What follows belongs to an exercise in optimizing a design on an open flow for small area; a production flow would make more cautious choices.
The RTL was checked by simulation tests, not by an equivalence proof against the original design.
Power is estimated from default activity; no workload was simulated.

`design/flow/run.sh`:
```
#!/bin/bash
# synth_recipe.tcl (not shown) runs the flow's synth.tcl, then flattens the netlist and writes it again
# the make line also repeats each setting of config.mk as NAME=value (left out here)
make -C /OpenROAD-flow-scripts/flow DESIGN_CONFIG=/design/flow/config.mk WORK_HOME=/design/flow/orfs CLKGATE_MAP_FILE= SYNTH_SCRIPT=/design/flow/synth_recipe.tcl finish
```
`design/flow/config.mk`:
```
export PLATFORM = sky130hd
export DESIGN_NAME = dtwBacktrace
export DESIGN_NICKNAME = dtwBacktrace
export VERILOG_FILES = /design/flow/design.v
export SDC_FILE = /design/flow/constraint.sdc
export NUM_CORES = 4
export LEC_CHECK = 0
export CAP_MARGIN = 20
export CORE_MARGIN = 2
export CORE_UTILIZATION = 40
export SLEW_MARGIN = 20
```
`design/flow/constraint.sdc`:
```
create_clock -name core_clock -period 6.0 [get_ports {clk}]
set_input_delay 1.2000 -clock core_clock [delete_from_list [all_inputs] [get_ports {clk}]]
set_output_delay 1.2000 -clock core_clock [all_outputs]
set_load 0.01 [all_outputs]
```
`design/flow/design.v`:
```
`timescale 1ns/1ps
package dtwPkg;
    localparam int SEQ_LEN  = 20;                  
    localparam int IDX_W    = 5;                   
    localparam int NUM_PE   = 6;                   
    localparam int NUM_DIAG = 2 * SEQ_LEN - 1;     
    localparam int PATH_W = 2;
    localparam int ROW_W  = NUM_PE * PATH_W;       
    localparam int GRP_W  = 5;                     
    localparam int DIST_W = 16;
    localparam int DATA_W = 32;
endpackage
`timescale 1ns/1ps
module btControl (
    input  logic                        clk,
    input  logic                        nrst,
    input  logic                        i_btEna,
    input  logic                        i_atOrigin,
    input  logic [5:0]                  i_row,
    input  logic [2:0]                  i_pe,
    input  logic [dtwPkg::GRP_W-1:0]    i_grpA,
    input  logic [dtwPkg::GRP_W-1:0]    i_grpB,
    output logic                        o_load,
    output logic                        o_step,
    output logic [dtwPkg::NUM_DIAG-1:1] o_rowSel,
    output logic [1:0]                  o_dir,
    output logic                        o_start
);
    localparam int ND = dtwPkg::NUM_DIAG;
    localparam int GW = dtwPkg::GRP_W;
    logic       en1;                               
    logic       en2;
    logic [5:0] low;                               
    always_ff @(posedge clk or negedge nrst) begin
        if (!nrst) begin
            en1 <= 1'b0;
            en2 <= 1'b0;
        end else begin
            en1 <= i_btEna;
            en2 <= en1;
        end
    end
    always_ff @(posedge clk or negedge nrst) begin
        if (!nrst) begin
            low <= 6'(ND);
        end else if (!i_btEna && low != 6'd1) begin
            low <= low - 6'd1;
        end
    end
    assign o_load  = ~i_btEna;
    assign o_step  = en1 & ~i_atOrigin;
    assign o_start = en1 & ~en2;
    logic [7:0] selLo;
    logic [4:0] selHi;
    always_comb begin
        for (int i = 0; i < 8; i++) selLo[i] = (i_row[2:0] == 3'(i));
        for (int i = 0; i < 5; i++) selHi[i] = (i_row[5:3] == 3'(i));
        for (int k = 1; k < ND; k++) o_rowSel[k] = selHi[k/8] & selLo[k%8];
    end
    logic [GW-1:0] grp;
    logic [1:0]    pos;
    logic          zB;
    logic          zC;
    logic [1:0]    code;
    always_comb begin
        case (i_pe)
            3'd1:    begin grp = i_grpA; pos = 2'd0; end
            3'd2:    begin grp = i_grpA; pos = 2'd1; end
            3'd3:    begin grp = i_grpA; pos = 2'd2; end
            3'd0:    begin grp = i_grpB; pos = 2'd0; end
            3'd4:    begin grp = i_grpB; pos = 2'd1; end
            default: begin grp = i_grpB; pos = 2'd2; end
        endcase
        zB = (grp[3:2] == 2'b00);
        zC = (grp[1:0] == 2'b00);
        case (pos)
            2'd0:    code = (zB | zC) ? 2'd3 : {grp[4], ~grp[4]};
            2'd1:    code = zB ? grp[1:0] : grp[3:2];
            default: code = zB ? 2'd3 : (zC ? {grp[4], ~grp[4]} : grp[1:0]);
        endcase
        o_dir = (i_row >= low) ? code : 2'd3;
    end
endmodule
`timescale 1ns/1ps
module btCursor (
    input  logic                        clk,
    input  logic                        nrst,
    input  logic                        i_restart,
    input  logic                        i_step,
    input  logic [1:0]                  i_dir,
    output logic [dtwPkg::IDX_W-1:0]    o_tIndex,
    output logic [dtwPkg::IDX_W-1:0]    o_rIndex,
    output logic [5:0]                  o_row,
    output logic [2:0]                  o_pe,
    output logic                        o_atOrigin
);
    logic [4:0] tIdx;
    logic [4:0] rIdx;
    logic [3:0] v;                                 
    always_ff @(posedge clk or negedge nrst) begin
        if (!nrst) begin
            tIdx <= 5'd19;
            rIdx <= 5'd19;
        end else if (i_restart) begin
            tIdx <= 5'd19;
            rIdx <= 5'd19;
        end else if (i_step) begin
            if (i_dir[1]) tIdx <= tIdx - 5'd1;     
            if (i_dir[0]) rIdx <= rIdx - 5'd1;     
        end
    end
    assign v          = 4'(5 + tIdx - rIdx);
    assign o_row      = {1'b0, tIdx} + {1'b0, rIdx};
    assign o_pe       = v[3:1];
    assign o_tIndex   = tIdx;
    assign o_rIndex   = rIdx;
    assign o_atOrigin = (tIdx == 5'd0) && (rIdx == 5'd0);
endmodule
`timescale 1ns/1ps
module pathStore (
    input  logic                           clk,
    input  logic                           i_load,
    input  logic [dtwPkg::ROW_W-1:0]       i_row,
    input  logic [dtwPkg::NUM_DIAG-1:1]    i_rowSel,   
    output logic [dtwPkg::GRP_W-1:0]       o_grpA,
    output logic [dtwPkg::GRP_W-1:0]       o_grpB
);
    localparam int ND = dtwPkg::NUM_DIAG;
    localparam int GW = dtwPkg::GRP_W;
    function automatic logic [1:0] clean(input logic [1:0] c);
        clean = (c == 2'd0) ? 2'd3 : c;
    endfunction
    function automatic logic [GW-1:0] pack(input logic [1:0] a0, input logic [1:0] b0, input logic [1:0] c0);
        logic [1:0] a, b, c;
        a = clean(a0);
        b = clean(b0);
        c = clean(c0);
        if (a != 2'd3)      pack = {a[1], b, c};
        else if (c != 2'd3) pack = {c[1], b, 2'b00};
        else                pack = {1'b0, 2'b00, b};
    endfunction
    logic [2*GW-1:0] rows [3:ND-1];
    logic [GW-1:0]   row2;
    logic [GW-1:0]   row1;
    always_ff @(posedge clk) begin
        if (i_load) begin
            rows[ND-1] <= {pack(i_row[11:10], i_row[3:2], i_row[1:0]),
                           pack(i_row[9:8], i_row[7:6], i_row[5:4])};
            for (int k = 3; k < ND - 1; k++) begin
                rows[k] <= rows[k+1];
            end
            row2 <= rows[3][GW-1:0];
            row1 <= row2;
        end
    end
    always_comb begin
        o_grpA = ({GW{i_rowSel[2]}} & row2) | ({GW{i_rowSel[1]}} & row1);
        o_grpB = '0;
        for (int k = 3; k < ND; k++) begin
            o_grpA = o_grpA | ({GW{i_rowSel[k]}} & rows[k][GW-1:0]);
            o_grpB = o_grpB | ({GW{i_rowSel[k]}} & rows[k][2*GW-1:GW]);
        end
    end
endmodule
`timescale 1ns/1ps
module traceOutput (
    input  logic                      clk,
    input  logic                      i_btEna,
    input  logic                      i_start,
    input  logic [dtwPkg::DIST_W-1:0] i_finalDist,
    input  logic [dtwPkg::IDX_W-1:0]  i_tIndex,
    input  logic [dtwPkg::IDX_W-1:0]  i_rIndex,
    output logic [dtwPkg::DATA_W-1:0] o_data
);
    logic [dtwPkg::DIST_W-1:0] distReg;
    always_ff @(posedge clk) begin
        if (!i_btEna) begin
            distReg <= i_finalDist;                
        end
    end
    assign o_data = {3'b000, i_tIndex, 3'b000, i_rIndex, i_start ? distReg : 16'd0};
endmodule
`timescale 1ns/1ps
module dtwBacktrace (
    input  logic                      clk,
    input  logic                      nrst,
    input  logic                      i_btEna,
    input  logic [dtwPkg::ROW_W-1:0]  i_pathRow,
    input  logic [dtwPkg::DIST_W-1:0] i_finalDist,
    output logic                      o_btEnd,
    output logic [dtwPkg::DATA_W-1:0] o_data
);
    logic                        load;
    logic                        step;
    logic                        start;
    logic [dtwPkg::NUM_DIAG-1:1] rowSel;
    logic [1:0]                  dir;
    logic [dtwPkg::IDX_W-1:0]    tIndex;
    logic [dtwPkg::IDX_W-1:0]    rIndex;
    logic [5:0]                  row;
    logic [2:0]                  pe;
    logic                        atOrigin;
    logic [dtwPkg::GRP_W-1:0]    grpA;
    logic [dtwPkg::GRP_W-1:0]    grpB;
    btControl btControl_i (
        .clk        (clk),
        .nrst       (nrst),
        .i_btEna    (i_btEna),
        .i_atOrigin (atOrigin),
        .i_row      (row),
        .i_pe       (pe),
        .i_grpA     (grpA),
        .i_grpB     (grpB),
        .o_load     (load),
        .o_step     (step),
        .o_rowSel   (rowSel),
        .o_dir      (dir),
        .o_start    (start)
    );
    btCursor btCursor_i (
        .clk        (clk),
        .nrst       (nrst),
        .i_restart  (load),
        .i_step     (step),
        .i_dir      (dir),
        .o_tIndex   (tIndex),
        .o_rIndex   (rIndex),
        .o_row      (row),
        .o_pe       (pe),
        .o_atOrigin (atOrigin)
    );
    pathStore pathStore_i (
        .clk      (clk),
        .i_load   (load),
        .i_row    (i_pathRow),
        .i_rowSel (rowSel),
        .o_grpA   (grpA),
        .o_grpB   (grpB)
    );
    traceOutput traceOutput_i (
        .clk         (clk),
        .i_btEna     (i_btEna),
        .i_start     (start),
        .i_finalDist (i_finalDist),
        .i_tIndex    (tIndex),
        .i_rIndex    (rIndex),
        .o_data      (o_data)
    );
    assign o_btEnd = atOrigin;
endmodule
```
==> results of run 1 <==
==> worst max-delay path, stage by stage, from the launching register on <==
cell and delay [ns]:
dfstp_2 0.40, ha_1 0.23, fa_2 1.12, and2_1 0.96, a22oi_1 0.21, mux2_2 0.33, o32ai_1 0.26, nor4_1 0.09
a32o_1 0.27, a21boi_2 0.20, o41ai_4 0.65, nor4_2 0.11, mux2_1 0.33
==> where the power goes <==
group	total, W	internal [W]	switching, W
Sequential	0.00350	0.00335	0.000154
Clock	0.00274	0.00163	0.00111
Combinational	0.00537	0.00174	0.00362
==> metrics by stage <==
stage	setup TNS (ns)	util, %
after floorplan	-529.26	-
after global placement	0	43.60
after detailed placement	0	43.60
after CTS	0	46.93
after global routing	0	46.93
final	0	46.93
==> worst max-delay path by stage <==
stage	from	endpoint
floorplan	i_btEna	btCursor_i.tIdx[2]
global placement	btCursor_i.rIdx[0]	btCursor_i.tIdx[4]
detailed placement	btCursor_i.tIdx[0]	btCursor_i.tIdx[4]
CTS	btCursor_i.tIdx[0]	btCursor_i.tIdx[4]
global route	btCursor_i.tIdx[0]	btCursor_i.tIdx[4]
finish	btCursor_i.tIdx[0]	btCursor_i.tIdx[4]
==> sequential cells by signal, summed over array words and instances, names as in the netlist <==
| name | count |
|---|---|
| btCursor_i.rIdx | 5 |
| pathStore_i.rows | 360 |
| traceOutput_i.distReg | 16 |
| pathStore_i.row2 | 5 |
| btControl_i.low | 6 |
| btCursor_i.tIdx | 5 |
| btControl_i.en1 | 1 |
| pathStore_i.row1 | 5 |
| btControl_i.en2 | 1 |
==> metal layers <==
metal	track usage (%)	wire, um
met1	30.84	20080
met2	32.25	21610
met3	5.111	5103
met4	9.067	1760
met5	0	0
==> layout make-up <==
| class | count | area [sq um] | area share (%) |
|---|---|---|---|
| clock inverters | 24 | 269.0 | 1.334 |
| well taps | 585 | 732.0 | 3.629 |
| repair buffers | 101 | 925.9 | 4.591 |
| flip-flops and latches | 404 | 12050 | 59.76 |
| inverters | 26 | 101.3 | 0.5025 |
| clock buffers | 54 | 1160 | 5.751 |
| multi-input cells | 720 | 4927 | 24.43 |
==> cells by family (layout without fill, tap and decap cells) <==
logic type	after synthesis	in the layout	share of synthesized area [%]
muxes	70	70	4.327
buffers and inverters	97	205	2.997
AOI/OAI and AO/OA	248	248	10.08
other	1	6	0.02154
DFF	404	404	69.24
xor gates and xnor gates	12	12	0.7547
adders and majority gates	31	31	2.271
and+or+nand+nor	353	353	10.31
==> synthesized netlist by cell type, types with 4 or more instances <==
| library cell | instances |
|---|---|
| dfstp_2 | 10 |
| a32o_1 | 6 |
| buf_6 | 13 |
| mux2i_1 | 46 |
| edfxtp_1 | 386 |
| a21o_1 | 6 |
| dfrtp_1 | 8 |
| o32ai_1 | 6 |
| a22oi_1 | 25 |
| clkbuf_1 | 19 |
| a32oi_1 | 8 |
| or4_1 | 7 |
| xnor2_1 | 8 |
| a311oi_1 | 4 |
| a222oi_1 | 4 |
| a21oi_1 | 54 |
| o21ai_1 | 7 |
| a2111oi_0 | 4 |
| a31oi_1 | 21 |
| nor4_1 | 12 |
| buf_1 | 5 |
| nand3_1 | 64 |
| inv_1 | 23 |
| nand2b_1 | 13 |
| nand4_1 | 18 |
| mux2_2 | 18 |
| nor2b_1 | 7 |
| nor3_1 | 28 |
| nand2_1 | 98 |
| ha_1 | 30 |
| o22ai_1 | 7 |
| buf_4 | 7 |
| or3_1 | 4 |
| a211oi_1 | 8 |
| o21ai_0 | 29 |
| a22o_1 | 12 |
| and2_1 | 20 |
| and3_1 | 22 |
| a221oi_1 | 10 |
| nor2_1 | 44 |
| buf_2 | 27 |
| mux2_1 | 4 |
==> results_dict.tcl, run 1 <==
set metrics [dict create \
    outcome "no timing/DRC/antenna violations" \
    grt_pass1_wl_mm 72.53 \
    yosysSeqAreaShare_pct 69.24 \
    whs_path_depth 0 \
    ios 64 \
    n_antenna_cell 0 \
    synthArstFlopShare_pct 4.455 \
    yosysTopAreaCell "edfxtp_1" \
    skew_ns 0.01769 \
    ir_worst_vdd_mv 0.3378 \
    post-cts-setup-buffer-count 0 \
    slew_headroom_pct 25.61 \
    dp.cells 1836 \
    holdWs_ns 0.3711 \
    clkLatencyLatePin_ns 0.57 \
    ff2ff_setup_slack_ns 0.73 \
    num_rows 76 \
    grt_max_degree 179 \
    r2r-start "btCursor_i.tIdx[0]" \
    post_drt_via_cell_ratio 5.965 \
    core_area_sq_um 42980 \
    placed_area_sq_um 18740 \
    drtIter0Drc 1704 \
    final_cell_count_no_fill 1914 \
    die_area_sq_um 45210 \
    cp.arrival_ns 5.76 \
    firstDrtPassIters 6 \
    period_share_pct 87.78 \
    hold_class "reg2reg" \
    cts.root.buffer_cell "clkbuf_16" \
    drt.antenna.violating_nets 0 \
    path_clk_slew_ns 0.06 \
    cp.required_ns 6.50 \
    fillers 3869 \
    min_period_ns 5.267 \
    drv_slew 0 \
    numCtsBuffers 44 \
    synth_edf_count 386 \
    cts.hold.buffers_added 0 \
    vias 11420 \
    overflow 0 \
    path_max_fanout 30 \
    clock_sinks 404 \
    cts_resized 0 \
    worstMarginPinSlew_ns 1.107 \
    yosysTopAreaCellShare_pct 66.58 \
    final_common_cell "edfxtp_1" \
    power.total_w 0.01161 \
    cts_tree "yes" \
    die_height_um 212.6 \
    critPathKind "reg2reg" \
    rsz0062_at_grt "false" \
    drcViolationCount 0 \
    gp_congestion 0.9644 \
    synthTopCellsByArea "edfxtp_1, mux2i_1, ha_1, nand2_1, nand3_1" \
    antenna_found_initial 0 \
    final_cell_area_sq_um 20170 \
    cp-start-kind "flip-flop" \
    synth_seq_cells 404 \
    htreeDepth 2 \
    grt_pass1_vias 11320 \
    cap_viol_max_count 0 \
    synth-main-ff-cell "edfxtp_1" \
    hold_start "btControl_i.en1" \
    wirelength_mm 48.55 \
    io_buffers 57 \
    syn_inst 1216 \
    netlist_area_sq_um 17410 \
    post_drt_wl_per_cell_um 25.37 \
    cp-end-kind "flip-flop" \
    hold_violations 0 \
    nets 1359 \
    setup_violations 0 \
    syn-mean-instance-area_sq_um 14.32 \
    dp_slack_ns 0.8065 \
    drive_above_1_share_pct 12.87 \
    setup_ws_ns 0.7331 \
    power_density_nw_per_um2 575.4 \
    worstRegToRegCells 12 \
    leakage_nw 6.966 \
    grt_usage_pct 21.78 \
    syn2layout_area_growth_pct 15.85 \
    start_util_pct 40.50 \
    fmax_mhz 189.9 \
    r2r-end "btCursor_i.tIdx[4]" \
    synth_warnings 5 \
    yosysUniqueCellTypes 83 \
    die_w_um 212.6 \
    dp_hpwl_mm 31.22 \
    clk_path_buf_depth 3 \
    final_cell_mix "edfxtp_1, nand2_1, nand3_1, clkdlybuf4s50_1, a21oi_1" \
    whs_endpoint "btControl_i.en2" \
]
==> inputs of run 2 (changes only) <==
--- a/design/flow/config.mk
+++ b/design/flow/config.mk
@@ -8,4 +8,6 @@
 export CAP_MARGIN = 20
 export CORE_MARGIN = 2
 export CORE_UTILIZATION = 40
+export CTS_BUF_LIST = sky130_fd_sc_hd__clkbuf_4
 export SLEW_MARGIN = 20
+export SYNTH_HIERARCHICAL = 1
==> run 2 against run 1 <==
Net effect:
- sequential cell count stayed put
- sequential power hardly changed
- register-to-register slack worse by 0.20 ns
- count of clock-buffer cells in the layout is 87 higher
- hold slack better by 0.052 ns
- largest power group is now sequential cells
- via count is 12% lower
- total power is 33% lower
- critical path depth is 9 higher
==> results_dict.tcl, run 2 <==
set metrics [dict create \
    final_common_cell "edfxtp_1" \
    critical_path.n_buffers_inverters 2 \
    synth_seq_cells 404 \
    start_util_pct 40.26 \
    die_area_sq_um 41420 \
    power.total_w 0.007739 \
    leakage_nw 6.442 \
    grt_max_degree 210 \
    htreeDepth 3 \
    drive_above_1_share_pct 20.14 \
    overflow 0 \
    clock_sinks 404 \
    reg_top3 "pathStore_i.rows: 360 flops, traceOutput_i.distReg: 16 flops, btControl_i.low: 6 flops" \
    yosysUniqueCellTypes 50 \
    firstDrtPassIters 7 \
    core_area_sq_um 39550 \
    syn2layout_area_growth_pct 15.31 \
    clkLatencyLatePin_ns 0.76 \
    synthTopCellsByArea "edfxtp_1, a22oi_1, ha_1, dfstp_2, buf_6" \
    synth_top_cells_by_count "edfxtp_1, a22oi_1, nor2_1" \
    cp.arrival_ns 6.11 \
    period_share_pct 91.05 \
    yosysTopAreaCellShare_pct 72.79 \
    drt.antenna.violating_nets 0 \
    drtIter0Drc 1570 \
    drcViolationCount 0 \
    slowest_delay_ns 0.75 \
    fmax_mhz 183.1 \
    nets 1171 \
    clk_path_buf_depth 3 \
    grt_pass1_vias 9910 \
    cp.required_ns 6.65 \
    netlist_area_sq_um 15920 \
    ios 64 \
    path_clk_slew_ns 0.07 \
    drv_slew 0 \
    cts_resized 0 \
    hold_class "reg2reg" \
    num_rows 73 \
    cp_cell_sequence "ha_1, inv_1, fa_1, o21bai_1, a21oi_1, xnor2_1, nand3b_1, nor2_1, buf_4, a22oi_1, nand4_1, nor4_1, nand4_1, o22ai_1, mux2i_1, nand2_1, a21o_1, or3b_1, nand2_1, nor3_1, or3b_1" \
    skew_ns 0.04175 \
    tns_ns 0 \
    dp_hpwl_mm 26.92 \
    cts.hold.buffers_added 0 \
    power_density_nw_per_um2 421.5 \
    ir_worst_vdd_mv 0.1962 \
    largest_reg_flops 360 \
    gp_congestion 0.8790 \
    crit_family "simple AND/OR/NAND/NOR gates" \
    r2r-start "btCursor_i.tIdx[0]" \
    holdWs_ns 0.4235 \
    post_drt_via_cell_ratio 5.849 \
    cts.root.buffer_cell "clkbuf_4" \
    grt_pass1_wl_mm 62.56 \
    io_buffers 57 \
    die_height_um 203.5 \
    die_w_um 203.5 \
    outcome "no timing/DRC/antenna violations" \
    grt_usage_pct 20.62 \
    synth_edf_count 386 \
    post_drt_wl_per_cell_um 25.08 \
    synth_most_common_cell "edfxtp_1" \
    synth-main-ff-cell "edfxtp_1" \
    fillers 3397 \
    antenna_found_initial 1 \
    min_period_ns 5.463 \
    post-cts-setup-buffer-count 0 \
    wirelength_mm 42.83 \
    yosysTopAreaCell "edfxtp_1" \
    syn-mean-instance-area_sq_um 16.71 \
    cp-start-kind "flip-flop" \
    cap_viol_max_count 0 \
    setup_violations 0 \
    top_register "pathStore_i.rows" \
    slew_headroom_pct 26.16 \
    crit_start "btCursor_i.tIdx[0]" \
    numCtsBuffers 102 \
    worstMarginPinSlew_ns 1.106 \
    hold_violations 0 \
    final_cell_mix "edfxtp_1, a22oi_1, clkbuf_4, clkdlybuf4s50_1" \
    fin_util_pct 46.43 \
    synth_warnings 11 \
    yosysSeqAreaShare_pct 75.70 \
    rsz0062_at_grt "false" \
    vias 9990 \
    cp-end-kind "flip-flop" \
    slowest_stage "nor2_1" \
    path_max_fanout 8 \
    cts_tree "yes" \
    syn_inst 953 \
    critPathKind "reg2reg" \
    hold_start "pathStore_i.rows[15][5]" \
    synthArstFlopShare_pct 4.455 \
]
run 2: worst paths after layout:
kind / to / slack [ns] / cells past startpoint
max: btCursor_i.tIdx[4] / 0.54 / 21
min: pathStore_i.rows[14][5] / 0.42 / 0
max reg2reg: btCursor_i.tIdx[4] / 0.54 / 21
min reg2reg: pathStore_i.rows[14][5] / 0.42 / 0
max in group asynchronous: btCursor_i.tIdx[3] / 4.52 / 1
min in group asynchronous: btControl_i.low[4] / 0.95 / 1
run 2: per-layer routing:
| metal | global-route usage (%) | vias up | wire, um |
|---|---|---|---|
| met1 | 28.05 | 4968 | 16820 |
| met2 | 31.09 | 684 | 19430 |
| met4 | 8.811 | 0 | 1747 |
| li1 | - | 4195 | - |
| met5 | 0 | - | 0 |
| met3 | 5.833 | 143 | 4832 |
run 2: logic make-up after synthesis:
logic type | after synthesis | share of synthesized area [%]
DFF | 404 | 75.70
AOI/OAI and AO/OA | 226 | 10.69
and+or+nand+nor | 190 | 6.482
buffers and inverters | 83 | 3.528
adders and majority gates | 28 | 2.294
xor gates and xnor gates | 16 | 0.8800
muxes | 5 | 0.4007
other | 1 | 0.02355
run 2: layout make-up:
| class | instances | area, sq um | area share, % |
|---|---|---|---|
| Antenna cell | 1 | 2.502 | 0.01363 |
| Clock buffer | 141 | 1059 | 5.765 |
| Clock inverter | 33 | 167.7 | 0.9131 |
| Inverter | 26 | 101.3 | 0.5520 |
| Multi-Input combinational cell | 471 | 3338 | 18.18 |
| Sequential cell | 404 | 12050 | 65.65 |
| Tap cell | 525 | 656.9 | 3.578 |
| Timing Repair Buffer | 107 | 982.2 | 5.349 |
run 2: Yosys stat by module (local to each module, per instance), a selection:
| module | times used | flip-flops and latches |
|---|---|---|
| pathStore | 1 | 370 |
| btCursor | 1 | 10 |
| traceOutput | 1 | 16 |
| btControl | 1 | 8 |
run 2: report_power, final:
group	total, W	internal (W)	switching (W)
logic	0.00202	0.000736	0.00129
registers	0.00348	0.00334	0.000143
clock network	0.00224	0.00113	0.00111
run 2: metrics by stage:
step	setup WS, ns	std cells	area (sq um)
after floorplan	-1.071	958	15950
after CTS	0.6296	1706	18320
final	0.5371	1708	18360
after detailed placement	0.6610	1532	17100
after global placement	0.6813	1532	17100
after global routing	0.3214	1708	18360
==> inputs of run 3 (changes only) <==
--- a/design/flow/config.mk
+++ b/design/flow/config.mk
@@ -8,6 +8,5 @@
 export CAP_MARGIN = 20
 export CORE_MARGIN = 2
 export CORE_UTILIZATION = 40
-export CTS_BUF_LIST = sky130_fd_sc_hd__clkbuf_4
 export SLEW_MARGIN = 20
 export SYNTH_HIERARCHICAL = 1
==> run 3 against run 2 <==
Net effect:
- die area unchanged
- setup slack got worse by 0.0092 ns
- critical path depth fell by 2
- sequential share of layout area down 0.89 points
- synthesized area unchanged
- synthesized cell count is the same
- count of clock-buffer cells in the layout fell by 88
- hold slack gained 0.022 ns
- global-route usage shrank 0.45 points
- routed wire length fell by 1.5%
- clock power up 25%
- sequential cell count stayed put
- critical path type unchanged
- largest power group unchanged
==> results_dict.tcl, run 3 <==
set metrics [dict create \
    htreeDepth 2 \
    post-cts-setup-buffer-count 0 \
    clkPwrFrac_pct 33.6 \
    synth-main-ff-cell "edfxtp_1" \
    synthArstFlopShare_pct 4.455 \
    rsz0062_at_grt "false" \
    syn-mean-instance-area_sq_um 16.71 \
    post_drt_wl_per_cell_um 26.20 \
    setup_violations 0 \
    synth_warnings 11 \
    final_cell_mix "edfxtp_1, a22oi_1, clkdlybuf4s50_1, nor2_1, buf_4" \
    drtIter0Drc 1374 \
    synth_edf_count 386 \
    clock_sinks 404 \
    drt.antenna.violating_nets 0 \
    hold_violations 0 \
    drive_above_1_share_pct 13.72 \
    period_share_pct 91.20 \
    num_rows 73 \
    die_height_um 203.5 \
    numCtsBuffers 42 \
    p_switching_w 0.002520 \
    yosysUniqueCellTypes 50 \
    reg_top3 "pathStore_i.rows: 360 flops, traceOutput_i.distReg: 16 flops, btControl_i.low: 6 flops" \
    vias 9592 \
    gp_congestion 0.8790 \
    dp_slack_ns 0.6610 \
    cts_tree "yes" \
    grt_usage_pct 20.17 \
    antenna_found_initial 0 \
    switching_share_pct 30.41 \
    cp-end-kind "flip-flop" \
    overflow 0 \
    final_common_cell "edfxtp_1" \
    placed_area_sq_um 17100 \
    ir_worst_vdd_mv 0.2354 \
    top_register "pathStore_i.rows" \
    netlist_area_sq_um 15920 \
    skew_ns 0.01066 \
    synth_top_cells_by_count "edfxtp_1, a22oi_1, nor2_1" \
    yosysTopAreaCell "edfxtp_1" \
    synthTopCellsByArea "edfxtp_1, a22oi_1, ha_1, dfstp_2, buf_6" \
    final_cell_area_sq_um 18610 \
    cap_viol_max_count 0 \
    die_w_um 203.5 \
    pwr-share-seq_pct 42.0 \
    nets 1111 \
    drv_slew 0 \
    post_drt_via_cell_ratio 5.954 \
    synth_most_common_cell "edfxtp_1" \
    drcViolationCount 0 \
    p_int_w 0.005768 \
    syn2layout_area_growth_pct 16.89 \
    yosysSeqAreaShare_pct 75.70 \
    synth_seq_cells 404 \
    cts.hold.buffers_added 0 \
    cp_cell_sequence "inv_1, ha_1, nor2b_1, o311ai_0, a21oi_1, or3_1, nor2_1, a22oi_1, nand4_1, nor4_1, nand4_1, o22ai_1, mux2i_1, nand2_1, a21o_1, or3b_1, nand2_1, nor3_1, or3b_1" \
    cts.root.buffer_cell "clkbuf_16" \
    n_antenna_cell 0 \
    setup_ws_ns 0.5279 \
    cp.arrival_ns 5.94 \
    start_util_pct 40.26 \
    cp-start-kind "flip-flop" \
    worstMarginPinSlew_ns 1.112 \
    power.total_w 0.008288 \
    core_area_sq_um 39550 \
    path_max_fanout 7 \
    wirelength_mm 42.21 \
    io_buffers 57 \
    clkLatencyLatePin_ns 0.55 \
    path_clk_slew_ns 0.06 \
    dp_hpwl_mm 26.92 \
    critPathKind "reg2reg" \
    firstDrtPassIters 6 \
    outcome "no timing/DRC/antenna violations" \
    syn_inst 953 \
    fillers 3329 \
    power_density_nw_per_um2 445.3 \
    slowest_delay_ns 0.83 \
    die_area_sq_um 41420 \
    yosysTopAreaCellShare_pct 72.79 \
    largest_reg_flops 360 \
    fmax_mhz 182.7 \
    hold_class "reg2reg" \
    clk_path_buf_depth 3 \
    grt_pass1_vias 9385 \
    grt_pass1_wl_mm 61.18 \
    p_comb_share_pct 24.4 \
    ios 64 \
    leakage_nw 6.427 \
    slew_headroom_pct 25.78 \
    grt_max_degree 210 \
    cts_resized 0 \
    min_period_ns 5.472 \
    slowest_stage "nor2_1" \
    cp.required_ns 6.47 \
]
run 3: changes by cell type in the layout (fill, tap and decap cells not counted), moves of 2 or more:
cell,change
clkinv_2,-3
clkbuf_1,+6
clkbuf_4,-141
clkbuf_16,+45
bufinv_16,+6
clkinv_1,-13
clkbuf_8,+2
run 3: kinds of logic after synthesis:
group / count (synthesis) / share of synthesized area [%]
AO/OA/AOI/OAI: 226 / 10.69
XOR/XNOR: 16 / 0.8800
adder cells (fa/ha/maj): 28 / 2.294
buffers and inverters: 83 / 3.528
flip-flops: 404 / 75.70
multiplexers: 5 / 0.4007
other: 1 / 0.02355
AND/OR/NAND/NOR: 190 / 6.482
run 3: layout make-up:
type                    count  area, sq um  area share [%]
clock buffers              53         1176           6.318
clock inverters            25        305.3           1.640
inverters                  26        101.3          0.5445
multi-input cells         471         3338           17.93
flip-flops and latches    404        12050           64.76
well taps                 525        656.9           3.529
repair buffers            107        982.2           5.277
run 3: path summary, 6_finish.rpt:
kind,startpoint,endpoint,slack (ns),cells after the start
hold / removal,btControl_i.en1,btControl_i.en2,0.45,0
setup reg to reg,btCursor_i.tIdx[1],btCursor_i.tIdx[4],0.53,19
min in group asynchronous,nrst,btCursor_i.tIdx[3],1.13,1
hold reg to reg,btControl_i.en1,btControl_i.en2,0.45,0
setup / recovery,btCursor_i.tIdx[1],btCursor_i.tIdx[4],0.53,19
max in group asynchronous,nrst,btCursor_i.tIdx[2],4.35,1
run 3: worst max-delay path, delay by kind of cell, from the launching register on:
family | cells | cell delay, ns
buffers and inverters | 1 | 0.10
AO/OA/AOI/OAI | 5 | 1.12
adder cells (fa/ha/maj) | 1 | 0.34
multiplexers | 1 | 0.22
flip-flops | 1 | 0.57
AND/OR/NAND/NOR | 11 | 3.02
run 3: routing by layer:
layer  part of all wire (%)  vias to the layer above  track usage, %
li1                       -                     4010               -
met1                     39                     4812           28.25
met2                     46                      642           31.07
met3                     11                      128           4.602
met4                    3.8                        0           7.039
met5                      0                        -               0
run 3: modules after synthesis (local to each module, per instance), excerpt:
module / copies in the design / area [sq um]
btControl: 1 / 957.2
pathStore: 1 / 13440
btCursor: 1 / 794.5
traceOutput: 1 / 734.5
run 3: power by group through the flow:
stage / combinational [W] / sequential (W) / clock, W
after global placement: 0.00195 / 0.00353 / 0
after CTS: 0.00197 / 0.00348 / 0.00283
after floorplan: 0.00139 / 0.00349 / 0
after global routing: 0.00218 / 0.00350 / 0.00293
final: 0.00202 / 0.00348 / 0.00279
after detailed placement: 0.00196 / 0.00353 / 0
run 3: per-stage QoR:
| stage | utilization, % | setup TNS [ns] | cells | hold slack (ns) |
|---|---|---|---|---|
| after global routing | 47.07 | 0 | 1611 | 0.4519 |
| after floorplan | - | -401.99 | 958 | 0.3596 |
| after detailed placement | 43.23 | 0 | 1532 | 0.4329 |
| after global placement | 43.23 | 0 | 1532 | 0.4186 |
| final | 47.07 | 0 | 1611 | 0.4459 |
| after CTS | 46.98 | 0 | 1610 | 0.4478 |
==> inputs of run 4 (changes only) <==
--- a/design/flow/config.mk
+++ b/design/flow/config.mk
@@ -5,8 +5,9 @@
 export SDC_FILE = /design/flow/constraint.sdc
 export NUM_CORES = 4
 export LEC_CHECK = 0
-export CAP_MARGIN = 20
+export CAP_MARGIN = 0
 export CORE_MARGIN = 2
 export CORE_UTILIZATION = 40
-export SLEW_MARGIN = 20
+export CTS_BUF_LIST = sky130_fd_sc_hd__clkbuf_8
+export SLEW_MARGIN = 0
 export SYNTH_HIERARCHICAL = 1
==> run 4 against run 3 <==
Net effect:
- largest power group unchanged
- sequential share of layout area grew 1.2 points
- first-iteration DRC count up 8.0%
- via count increased by 1.9%
- combinational power about the same
- sequential power about the same
- register-to-register slack lost 0.03 ns
- critical path depth increased by 2
- utilization fell by 0.88 points
- count of clock-buffer cells in the layout up 14
- clock power decreased by 22%
- design area down 1.9%
- final cell count rose by 2.2%
==> results_dict.tcl, run 4 <==
set metrics [dict create \
    outcome "no timing/DRC/antenna violations" \
    grt_max_degree 210 \
    hold_violations 0 \
    final_cell_mix "edfxtp_1, a22oi_1, clkbuf_8, clkdlybuf4s50_1" \
    clk_path_buf_depth 3 \
    critPathKind "reg2reg" \
    synth_warnings 11 \
    post_drt_wl_per_cell_um 25.83 \
    start_util_pct 40.26 \
    met3_wirelength_mm 4.761 \
    core_area_sq_um 39550 \
    drcViolationCount 0 \
    clkLatencyLatePin_ns 0.60 \
    final_common_cell "edfxtp_1" \
    syn-mean-instance-area_sq_um 16.71 \
    synthTopCellsByArea "edfxtp_1, a22oi_1, ha_1, dfstp_2, buf_6" \
    synth_most_common_cell "edfxtp_1" \
    n_antenna_cell 0 \
    grt_pass1_vias 9449 \
    nets 1134 \
    synth_seq_cells 404 \
    cts.root.buffer_cell "clkbuf_8" \
    yosysUniqueCellTypes 50 \
    dp_slack_ns 0.6610 \
    cap_viol_max_count 0 \
    power.total_w 0.007689 \
    drive_above_1_share_pct 14.90 \
    post_drt_via_cell_ratio 5.939 \
    dp_hpwl_mm 26.92 \
    num_rows 73 \
    drv_slew 0 \
    period_share_pct 91.71 \
    yosysTopAreaCellShare_pct 72.79 \
    overflow 0 \
    post-cts-setup-buffer-count 0 \
    vias 9776 \
    final_cell_area_sq_um 18270 \
    yosysTopAreaCell "edfxtp_1" \
    gp_congestion 0.8790 \
    largest_reg_flops 360 \
    rsz0062_at_grt "false" \
    ios 64 \
    cp.required_ns 6.51 \
    cp_cell_sequence "ha_1, inv_1, fa_1, o21bai_1, a21oi_1, xnor2_1, nand3b_1, nor2_1, buf_4, a22oi_1, nand4_1, nor4_1, nand4_1, o22ai_1, mux2i_1, nand2_1, a21o_1, or3b_1, nand2_1, nor3_1, or3b_1" \
    drtIter0Drc 1484 \
    top_register "pathStore_i.rows" \
    fmax_mhz 181.7 \
    slowest_stage "nor2_1" \
    cts.hold.buffers_added 0 \
    slew_headroom_pct 21.18 \
    slowest_delay_ns 0.81 \
    worstMarginPinSlew_ns 1.180 \
    synth-main-ff-cell "edfxtp_1" \
    synthArstFlopShare_pct 4.455 \
    path_max_fanout 8 \
    synth_top_cells_by_count "edfxtp_1, a22oi_1, nor2_1" \
    path_clk_slew_ns 0.06 \
    cp-start-kind "flip-flop" \
    syn2layout_area_growth_pct 14.72 \
    reg_top3 "pathStore_i.rows: 360 flops, traceOutput_i.distReg: 16 flops, btControl_i.low: 6 flops" \
    io_buffers 57 \
    yosysSeqAreaShare_pct 75.70 \
    htreeDepth 3 \
    numCtsBuffers 66 \
    grt_usage_pct 20.38 \
    setup_ws_ns 0.4974 \
    firstDrtPassIters 6 \
    leakage_nw 6.359 \
    clock_sinks 404 \
    power_density_nw_per_um2 420.9 \
    cts_tree "yes" \
    syn_inst 953 \
    dr_wl_met2_mm 19.15 \
    antenna_found_initial 0 \
    placed_area_sq_um 17100 \
    min_period_ns 5.503 \
    cp.arrival_ns 6.01 \
    die_w_um 203.5 \
    ir_worst_vdd_mv 0.2574 \
    netlist_area_sq_um 15920 \
    die_height_um 203.5 \
    wl_met1_mm 16.90 \
    final_cell_count_no_fill 1646 \
    synth_edf_count 386 \
    dp.cells 1532 \
    skew_ns 0.02797 \
    grt_pass1_wl_mm 61.51 \
    cp-end-kind "flip-flop" \
    wirelength_mm 42.52 \
    hold_class "reg2reg" \
    die_area_sq_um 41420 \
    drt.antenna.violating_nets 0 \
    cts_resized 0 \
    setup_violations 0 \
    maxUsedRoutingLayer "met4" \
]
run 4: through the flow:
step / TNS (ns) / hold WS (ns) / utilization, %
after floorplan: -401.99 / 0.3596 / -
after global placement: 0 / 0.4186 / 43.23
after detailed placement: 0 / 0.4329 / 43.23
after CTS: 0 / 0.4410 / 46.19
after global routing: 0 / 0.4454 / 46.19
final: 0 / 0.4397 / 46.19
run 4: area by class of cell:
type / count / area, sq um
fill: 3393 / 21280
inverter: 26 / 101.3
sequential: 404 / 12050
tap: 525 / 656.9
clock buffer: 67 / 922.1
clock inverter: 47 / 247.7
timing repair buffer: 106 / 950.9
multi-input combinational: 471 / 3334
run 4: path summary, 6_finish.rpt:
kind / slack [ns] / from / depth (start not counted) / endpoint
worst max-delay path: 0.50 / btCursor_i.tIdx[0] / 21 / btCursor_i.tIdx[4]
worst min-delay path: 0.44 / pathStore_i.rows[10][7] / 0 / pathStore_i.rows[9][7]
worst max register to register: 0.50 / btCursor_i.tIdx[0] / 21 / btCursor_i.tIdx[4]
worst min register to register: 0.44 / pathStore_i.rows[10][7] / 0 / pathStore_i.rows[9][7]
max in group asynchronous: 4.39 / nrst / 1 / btCursor_i.tIdx[3]
min in group asynchronous: 1.09 / nrst / 1 / btControl_i.en2
run 4: logic make-up (layout without fill, tap and decap cells):
family	Yosys count	count (layout)	synth area share (%)
muxes	5	5	0.4007
DFF	404	404	75.70
buffers and inverters	83	246	3.528
AOI/OAI and AO/OA	226	226	10.69
other	1	6	0.02355
and+or+nand+nor	190	190	6.482
xor gates and xnor gates	16	16	0.8800
adders and majority gates	28	28	2.294
run 4: report_power, final:
group	switching, W	total (W)	internal [W]
Sequential	0.000144	0.00348	0.00334
Clock	0.00110	0.00219	0.00109
Combinational	0.00128	0.00202	0.000732
run 4: critical path, delay by kind of cell (launching register included):
kind / cells / cell delay, ns
simple gates: 10 / 2.67
compound gates: 5 / 0.62
fa+ha+maj: 2 / 0.57
flops: 1 / 0.57
buf+inv: 2 / 0.39
xor+xnor: 1 / 0.36
mux: 1 / 0.22
run 4: modules after synthesis, one instance, submodules excluded, a selection:
module,area [sq um],flops+latches,copies in the design
btControl,957.2,8,1
btCursor,794.5,10,1
pathStore,13440,370,1
traceOutput,734.5,16,1
run 4: routing by layer:
layer  track usage (%)  vias to the layer above
li1                  -                     4074
met1             28.14                     4877
met2             31.06                      682
met3             5.353                      143
met4             7.690                        0
met5                 0                        -

[afterwards: timing with drivers on the ports]
The results above use ideal ports. As a check the final layouts listed here were re-extracted and re-timed, cells and wires unchanged.
Step 1 (the two cells are an assumption about what drives the block):
set clk [get_ports {clk}]
set_driving_cell -lib_cell sky130_fd_sc_hd__clkbuf_16 $clk
set_driving_cell -lib_cell sky130_fd_sc_hd__buf_2 [delete_from_list [all_inputs] $clk]
Step 2, shift: input delay + t, output delay - t, t = (earliest + latest rising clock arrival at the registers) / 2. This alone moves slack from input paths to output paths.
Three values: no drivers, after step 1, after step 2; two values: the first two.
run	shift t [ns]	setup WS [ns]	latest minus earliest clock arrival (ns)	slew at the worst register clock pin (ns)
run 1	0.621	0.733 / 0.733 / 0.733	0.021 / 0.021	0.06 / 0.06
run 2	0.778	0.537 / 0.537 / 0.537	0.064 / 0.064	0.08 / 0.08
run 3	0.591	0.528 / 0.528 / 0.528	0.012 / 0.013	0.07 / 0.07
run 4	0.629	0.497 / 0.497 / 0.497	0.038 / 0.038	0.07 / 0.07
After both steps every run listed still meets setup and hold.
